Source: an optimization exercise on an open RTL-to-GDS flow (aim: small area, a short achievable clock period and few clock cycles per item). Production flows keep margins and buffers that such runs may drop. No run shown here included a check of the RTL's function; only the layout flow was run.

## flow/design.v (module list and top-level ports; edited modules follow where they fit)
// module poly_horner_seq: 2025 lines
// module phs_fa: 5 lines
module poly_horner_seq (
    input  logic               clk,
    input  logic               rst,
    input  logic               coeff_we,
    input  logic [3:0]         coeff_addr,
    input  logic signed [15:0] coeff_wdata,
    input  logic signed [15:0] x,
    input  logic               start,
    output logic               busy,
    output logic               done,
    output logic signed [31:0] sum,
    output logic               ovf
);
  // ...
==> flow/run.sh <==
#!/bin/bash
# synth_recipe.tcl (not shown) runs the flow's synth.tcl, then flattens the netlist and writes it again
# the make line also repeats each setting of config.mk as NAME=value (left out here)
make -C /OpenROAD-flow-scripts/flow DESIGN_CONFIG=/design/flow/config.mk WORK_HOME=/design/flow/orfs CLKGATE_MAP_FILE= SYNTH_SCRIPT=/design/flow/synth_recipe.tcl finish
==> flow/config.mk <==
export PLATFORM = sky130hd
export DESIGN_NAME = poly_horner_seq
export DESIGN_NICKNAME = poly_horner_seq
export VERILOG_FILES = /design/flow/design.v
export SDC_FILE = /design/flow/constraint.sdc
export NUM_CORES = 4
export LEC_CHECK = 0
export ABC_AREA = 1
export CAP_MARGIN = 20
export CORE_MARGIN = 2
export CORE_UTILIZATION = 40
export SLEW_MARGIN = 20
export SYNTH_HIERARCHICAL = 1
export SYNTH_MINIMUM_KEEP_SIZE = 0
==> flow/constraint.sdc <==
create_clock -name core_clock -period 9.0 [get_ports {clk}]
set_input_delay 1.8000 -clock core_clock [delete_from_list [all_inputs] [get_ports {clk}]]
set_output_delay 1.8000 -clock core_clock [all_outputs]
set_load 0.01 [all_outputs]
==> run_results.csv, run 1 <==
group,metric,value,unit
status,outcome,"finished clean",
setup_path,timing.rr.end,"r_ovf",
timing,max_freq,169,MHz
grt,grt_use_met2,39.8,%
setup_path,cp_num_cells,19,
drt,totalWireLength,70000,um
floorplan,io_pins,75,
setup_path,crit_fanout,17,
setup_path,cp.buffers_inverters,1,
finish,multi_input_area_share,54.3,%
placed_design,dp_cells,3075,
clock_network,cts_tree,"done",
job,maxCapViolCount,0,
setup_path,reg2reg_from,"r_acc[23]",
clock_network,clock_latency,0.60,ns
timing,finalCritPeriodShare,65.7,%
hold_path,hold_path_end,"r_cprev[5]",
setup_path,cpMostUsedCell,"nand2_1",
finish,nNonClkBuffers,108,
placed_design,gp_congestion,0.913,
finish,final_layout_size_suffix_gt1_share,5.58,%
grt,grt_pass1_wl,108000,um
finish,dominant-cell-class,"multi-input combinational cells",
placed_design,placed_area,0.0246,mm^2
finish,final_area,0.0255,mm^2
placed_design,pre_cts_ws,2.86,ns
floorplan,die_y,245,um
drt,drc,0,
setup_path,cp_slowest_cell,"clkinv_1",
setup_path,critPathLaunchType,"register",
==> inputs of run 2 (changes only) <==
--- a/flow/design.v
+++ b/flow/design.v
@@ -12,38 +12,45 @@
     output logic signed [31:0] sum,
     output logic               ovf
 );
     logic signed [15:0] r_coeff [0:10];
     logic [10:0]        r_cval;
     logic [7:0]         r_bone, r_btwo, r_bneg;
     logic signed [31:0] r_acc;
     logic signed [16:0] r_c, w_cn, w_n7;
-    logic signed [15:0] r_cprev;
+    logic               r_ge, r_cneg, w_ge, w_cy15;
+    logic [16:0]        w_y;
     logic signed [16:0] w_craw;
     logic               w_n7n;
-    logic [3:0]         r_idx, w_idx_n;
+    logic [3:0]         r_idx, w_idx_n, w_idx_r;
     logic               r_busy, r_done, r_ovf;
-    logic signed [15:0] w_c, w_hlim, w_llim;
+    logic signed [15:0] w_c, w_crd, w_c9;
     logic [7:0]         w_xone, w_xtwo, w_xneg;
     logic [47:0]        w_ra, w_rb;
     logic [31:0]        w_s, w_g0, w_p0;
     logic               w_c31, w_hi_one, w_hi_zero;
     logic               w_sovf, w_chi, w_clo, w_acc_st, w_last, w_wr;
     assign w_acc_st = start & ~r_busy;
     assign w_last   = r_busy & (r_idx == 4'd0);
     assign w_wr     = coeff_we & ~r_busy & ~start & (coeff_addr <= 4'd10);
     always_comb begin
         if (w_acc_st)          w_idx_n = 4'd9;
         else if (w_last)       w_idx_n = 4'd10;
         else if (r_busy)       w_idx_n = r_idx - 4'd1;
         else                   w_idx_n = r_idx;
     end
-    assign w_c = (w_wr & (coeff_addr == 4'd10)) ? coeff_wdata :
-                 r_cval[w_idx_n] ? r_coeff[w_idx_n] : 16'sd0;
+    always_comb begin
+        if (~r_busy | w_last)  w_idx_r = 4'd10;
+        else                   w_idx_r = r_idx - 4'd1;
+    end
+    assign w_crd = r_cval[w_idx_r] ? r_coeff[w_idx_r] : 16'sd0;
+    assign w_c9  = r_cval[9] ? r_coeff[9] : 16'sd0;
+    assign w_c   = w_acc_st ? w_c9 :
+                   (w_wr & (coeff_addr == 4'd10)) ? coeff_wdata : w_crd;
     assign w_n7n  = w_acc_st ? x[15] : (r_bneg[7] & ~w_last);
     assign w_n7   = {2'b00, w_n7n, 14'd0};
     assign w_cn   = {w_c[15], w_c} + w_n7;
     assign w_craw = r_c - {2'b00, r_bneg[7], 14'd0};
     always_comb begin
         for (int k = 0; k < 8; k++) begin
             logic m, l, lo;
             m  = x[2*k+1];
@@ -1964,34 +1971,38 @@
     assign w_s[25] = w_p0[25] ^ pg984;
     assign w_s[26] = w_p0[26] ^ pg986;
     assign w_s[27] = w_p0[27] ^ pg988;
     assign w_s[28] = w_p0[28] ^ pg990;
     assign w_s[29] = w_p0[29] ^ pg992;
     assign w_s[30] = w_p0[30] ^ pg994;
     assign w_s[31] = w_p0[31] ^ pg996;
     assign w_c31 = pg996;
+    assign w_cy15 = pg932;
     assign w_hi_one = ((w_ra[32] ^ w_rb[32]) ^ (w_ra[31] & w_rb[31])) & ((w_ra[33] ^ w_rb[33]) ^ (w_ra[32] & w_rb[32])) & ((w_ra[34] ^ w_rb[34]) ^ (w_ra[33] & w_rb[33])) & ((w_ra[35] ^ w_rb[35]) ^ (w_ra[34] & w_rb[34])) & ((w_ra[36] ^ w_rb[36]) ^ (w_ra[35] & w_rb[35])) & ((w_ra[37] ^ w_rb[37]) ^ (w_ra[36] & w_rb[36])) & ((w_ra[38] ^ w_rb[38]) ^ (w_ra[37] & w_rb[37])) & ((w_ra[39] ^ w_rb[39]) ^ (w_ra[38] & w_rb[38])) & ((w_ra[40] ^ w_rb[40]) ^ (w_ra[39] & w_rb[39])) & ((w_ra[41] ^ w_rb[41]) ^ (w_ra[40] & w_rb[40])) & ((w_ra[42] ^ w_rb[42]) ^ (w_ra[41] & w_rb[41])) & ((w_ra[43] ^ w_rb[43]) ^ (w_ra[42] & w_rb[42])) & ((w_ra[44] ^ w_rb[44]) ^ (w_ra[43] & w_rb[43])) & ((w_ra[45] ^ w_rb[45]) ^ (w_ra[44] & w_rb[44])) & ((w_ra[46] ^ w_rb[46]) ^ (w_ra[45] & w_rb[45])) & ((w_ra[47] ^ w_rb[47]) ^ (w_ra[46] & w_rb[46]));
     assign w_hi_zero = ~((w_ra[32] ^ w_rb[32]) ^ (w_ra[31] | w_rb[31])) & ~((w_ra[33] ^ w_rb[33]) ^ (w_ra[32] | w_rb[32])) & ~((w_ra[34] ^ w_rb[34]) ^ (w_ra[33] | w_rb[33])) & ~((w_ra[35] ^ w_rb[35]) ^ (w_ra[34] | w_rb[34])) & ~((w_ra[36] ^ w_rb[36]) ^ (w_ra[35] | w_rb[35])) & ~((w_ra[37] ^ w_rb[37]) ^ (w_ra[36] | w_rb[36])) & ~((w_ra[38] ^ w_rb[38]) ^ (w_ra[37] | w_rb[37])) & ~((w_ra[39] ^ w_rb[39]) ^ (w_ra[38] | w_rb[38])) & ~((w_ra[40] ^ w_rb[40]) ^ (w_ra[39] | w_rb[39])) & ~((w_ra[41] ^ w_rb[41]) ^ (w_ra[40] | w_rb[40])) & ~((w_ra[42] ^ w_rb[42]) ^ (w_ra[41] | w_rb[41])) & ~((w_ra[43] ^ w_rb[43]) ^ (w_ra[42] | w_rb[42])) & ~((w_ra[44] ^ w_rb[44]) ^ (w_ra[43] | w_rb[43])) & ~((w_ra[45] ^ w_rb[45]) ^ (w_ra[44] | w_rb[44])) & ~((w_ra[46] ^ w_rb[46]) ^ (w_ra[45] | w_rb[45])) & ~((w_ra[47] ^ w_rb[47]) ^ (w_ra[46] | w_rb[46]));
     assign w_sovf = ~((w_hi_one & w_s[31]) | (w_hi_zero & ~w_s[31]));
-    assign w_hlim = {1'b1, r_acc[14:0]};
-    assign w_llim = {1'b0, r_acc[14:0]};
-    assign w_chi  = ~r_acc[31] & (&r_acc[30:15]) & (w_hlim >= r_cprev);
-    assign w_clo  = r_acc[31] & ~(|r_acc[30:15]) & (w_llim < r_cprev);
+    assign w_y    = {2'b00, w_ra[14:0]} + {2'b00, w_rb[14:0]} +
+                    {2'b00, ~w_craw[14:0]} + 17'd1;
+    assign w_ge   = w_cy15 ? w_y[16] : (w_y[16] | w_y[15]);
+    assign w_chi  = ~r_acc[31] & (&r_acc[30:15]) & r_cneg & r_ge;
+    assign w_clo  = r_acc[31] & ~(|r_acc[30:15]) & ~r_cneg & ~r_ge;
     always_ff @(posedge clk or posedge rst) begin
         if (rst) begin
             r_busy <= 1'b0;
             r_done <= 1'b0;
             r_idx  <= 4'd10;
             r_bone <= '0;
             r_btwo <= '0;
             r_bneg <= '0;
             r_cval <= '0;
+            r_c    <= '0;    
         end else begin
             r_done <= w_last;
+            r_c    <= w_cn;
             if (w_wr) r_cval[coeff_addr] <= 1'b1;
             r_idx <= w_idx_n;
             if (w_acc_st) begin
                 r_busy <= 1'b1;
                 r_bone <= w_xone;
                 r_btwo <= w_xtwo;
                 r_bneg <= w_xneg;
             end else if (r_busy) begin
@@ -2003,18 +2014,18 @@
                 end
             end
         end
     end
     always_ff @(posedge clk) begin
         if (w_wr) r_coeff[coeff_addr] <= coeff_wdata;
     end
     always_ff @(posedge clk) begin
-        r_c     <= w_cn;
-        r_cprev <= w_craw[15:0];
+        r_ge    <= w_ge;
+        r_cneg  <= w_craw[15];
         if (w_acc_st | r_busy) begin
             r_acc <= w_s;
         end
         if (w_acc_st) begin
             r_ovf <= 1'b0;
         end else if (r_busy | r_done) begin
             r_ovf <= r_ovf | (r_busy & w_sovf) | w_chi | w_clo;
         end
--- a/flow/config.mk
+++ b/flow/config.mk
@@ -4,11 +4,12 @@
 export VERILOG_FILES = /design/flow/design.v
 export SDC_FILE = /design/flow/constraint.sdc
 export NUM_CORES = 4
 export LEC_CHECK = 0
 export ABC_AREA = 1
 export CAP_MARGIN = 20
 export CORE_MARGIN = 2
 export CORE_UTILIZATION = 40
+export SETUP_SLACK_MARGIN = 3.7
 export SLEW_MARGIN = 20
 export SYNTH_HIERARCHICAL = 1
 export SYNTH_MINIMUM_KEEP_SIZE = 0
==> run_results.csv, run 2 <==
group,metric,value,unit
placed_design,io_buffers,74,
timing,final.min_clock_period,5.20,ns
drt,routed.top_layer,"met4",
synthesis,synth_nets,2787,
setup_path,critPathRequiredTime,9.29,ns
grt,track_usage,24.0,%
synthesis,yosysTopAreaCell,"edfxtp_1",
synthesis,ys_top_cells_by_count,"397 x nand2_1, 296 x xor2_1, 263 x o22ai_1",
clock_network,clockBufferDepth,3,
timing,finalCritPeriodShare,57.8,%
placed_design,dp_hpwl,48500,um
status,outcome,"finished clean",
setup_path,critPathLaunchType,"register",
placed_design,gp_congestion,0.922,
synthesis,ys_seq_area_share,33.0,%
clock_network,cts_buffers,34,
drt,vias_per_cell,5.68,
floorplan,die_area,0.0608,mm^2
finish,largest_reg_flops,176,
timing,slew_viol_final,0,
setup_path,crit_type,"reg -> reg",
finish,n_fill_cell,5426,
clock_network,h-tree-depth,2,
synthesis,synth_area,0.0235,mm^2
finish,layout_commonest_cell,"nand2_1",
drt,drc,0,
job,maxCapViolCount,0,
synthesis,async_reset_ff_share,21.6,%
grt,overflow,0,
timing,fin_ws,3.80,ns
synthesis,syn_inst,2410,
clock_network,cts_root_buf,"clkbuf_16",
floorplan,io_pins,75,
synthesis,synth_cell_type_count,48,
timing,rsz0062_at_grt,"true",
synthesis,synthTopCellsByArea,"edfxtp_1 27%, fa_1 19%, xor2_1 11%",
timing,slew_headroom,26.4,%
clock_network,clk_pin_slew_worst_paths,0.06,ns
synthesis,synth-seq-cells,269,
grt,grt_pass1_wl,112000,um
finish,syn_to_final_growth,15.1,%
setup_path,crit_fanout,10,
synthesis,syn-mean-instance-area,9.76,um^2
clock_network,cts_num_sinks,269,
finish,reg_top3,"r_coeff: 176 flops, r_acc: 32 flops, r_c: 17 flops",
synthesis,synth_most_common_cell,"nand2_1",
floorplan,initial_core_util,40.6,%
finish,regMostFlops,"r_coeff",
drt,final_antenna_net_count,0,
setup_path,cp_data_arrival_time,5.49,ns
drt,routedWlPerCell,22.2,um
timing,final.setup.tns,0,ns
floorplan,coreArea,0.0579,mm^2
finish,most-common-layout-cells,"397 x nand2_1, 296 x xor2_1, 262 x o22ai_1",
timing,max_freq,192,MHz
drt,drt_iter0_markers,1876,
synthesis,synth-edff-count,208,
drt,totalWireLength,72800,um
finish,final_layout_size_suffix_gt1_share,11.0,%
placed_design,pre_cts_ws,2.63,ns
finish,multi_input_area,0.0145,mm^2
synthesis,synth-main-ff-cell,"edfxtp_1",
synthesis,synth.top_cell.area_share,26.6,%
drt,drt-met1-wl,29100,um
clock_network,clock_latency,0.56,ns
timing,finalHoldViolations,0,
drt,firstDrtPassIters,7,
timing,worstMarginPinSlew,1.10,ns
clock_network,cts_tree,"done",
timing,finalSetupViolCount,0,
floorplan,rows,88,
timing,finalClockSkew,0.0174,ns
grt,grt_max_degree,86,
drt,met2_length,34600,um
setup_path,cp-end-kind,"register",
grt,first_global_vias,18700,
finish,fin_nets,2859,
drt,wl_met3,5880,um
drt,num_vias,18600,
floorplan,die_w,247,um
floorplan,die_y,247,um
grt,antenna_found_initial,2,
synthesis,ys_warn_count,7,
hold_path,hold_path.class,"reg -> reg",
finish,register_area,0.00777,mm^2
-- run 2: changes by cell type after synthesis, sizes merged, moves of 9 or more --
cell	change
dfxtp	-31
nand2	+49
fa	+13
buf	+9
inv	+9
dfrtp	+17
a31oi	-13
nand3	+50
-- run 2: layer usage --
metal / track usage, % / vias up
met5: 0 / -
met4: 10.4 / 0
met3: 4.44 / 188
met2: 39.2 / 861
met1: 31.2 / 9216
li1: - / 8343
-- run 2: through the flow --
step	instance area [um^2]	util [%]	hold WS [ns]	instances
global route	27100	46.7	0.477	3273
CTS	26200	45.2	0.456	3199
detailed placement	24900	43.0	0.443	3130
floorplan	23500	-	0.422	2410
global placement	24900	43.0	0.436	3130
finish	27100	46.8	0.455	3275
-- run 2: final cells by class --
class / instances / share of cell area [%]
multi-input combinational: 1775 / 53.4
clock buffer: 44 / 3.35
antenna: 2 / 0.0185
timing repair inverter: 1 / 0.0277
timing repair buffer: 189 / 6.48
sequential: 269 / 28.7
clock inverter: 18 / 0.975
tap: 765 / 3.54
inverter: 212 / 3.49
-- run 2: worst paths after layout --
check	startpoint	to	slack, ns	depth (start not counted)
worst min register to register	r_cval[6]	r_cval[6]	0.45	2
min in group asynchronous	rst	r_cval[6]	1.78	3
max in group asynchronous	rst	r_bneg[1]	6.61	3
worst max register to register	r_acc[2]	r_acc[24]	3.80	16
worst min-delay path	r_cval[6]	r_cval[6]	0.45	2
worst max-delay path	r_acc[2]	r_acc[24]	3.80	16
-- run 2: repair_timing --
action,in CTS,in global routing
setup endpoints to repair,16,14
hold buffers,0,0
resized for setup,21,51
cloned,0,1
buffers inserted,7,72
-- run 2: kinds of logic (layout without fill, tap and decap cells) --
kind of cell | count (synthesis) | in the layout | synth area share, %
buf+inv | 366 | 464 | 6.27
other cells | 0 | 2 | 0
flops | 269 | 269 | 33.0
fa+ha+maj | 337 | 337 | 25.2
simple gates | 692 | 692 | 12.8
compound gates | 435 | 435 | 11.1
xor+xnor | 311 | 311 | 11.6
-- run 2: Yosys stat by module (local to each module, per instance) --
module	flops+latches	cell area (um^2)
poly_horner_seq	269	19200
phs_fa	0	20.0
-- run 2: critical path, stage by stage (launching register included) --
cell        delay (ns)
edfxtp_1          0.51
clkinvlp_4        0.28
buf_4             0.21
o22ai_1           0.15
xor2_1            0.23
fa_1              0.49
fa_1              0.43
fa_1              0.47
fa_1              0.42
ha_1              0.41
a21o_1            0.23
a31oi_1           0.17
o21ai_1           0.18
a21oi_1           0.27
o21ai_4           0.16
a21oi_2           0.20
xnor2_2           0.12

-- re-timing with driven ports --
No port has a modelled driver above. Below, the same layouts with a new extraction and two added sets of constraints.
Step 1 (the two cells are an assumption about what drives the block):
set clk [get_ports {clk}]
set_driving_cell -lib_cell sky130_fd_sc_hd__clkbuf_16 $clk
set_driving_cell -lib_cell sky130_fd_sc_hd__buf_2 [delete_from_list [all_inputs] $clk]
Step 2, shift: input delay + t, output delay - t, t = (earliest + latest rising clock arrival at the registers) / 2. This alone moves slack from input paths to output paths.
Slacks: ideal / step 1 / step 2; pairs: ideal / step 1.
| run | t (ns) | setup WS [ns] | clock arrival spread, ns |
|---|---|---|---|
| run 1 | 0.631 | 3.091 / 3.091 / 2.827 | 0.048 / 0.047 |
| run 2 | 0.615 | 3.799 / 3.799 / 3.799 | 0.020 / 0.020 |
After both steps setup and hold are still met in every run listed. For run 1, which loses most, drivers alone change the setup slack by 0.000 ns; drivers and shift together by -0.264 ns.
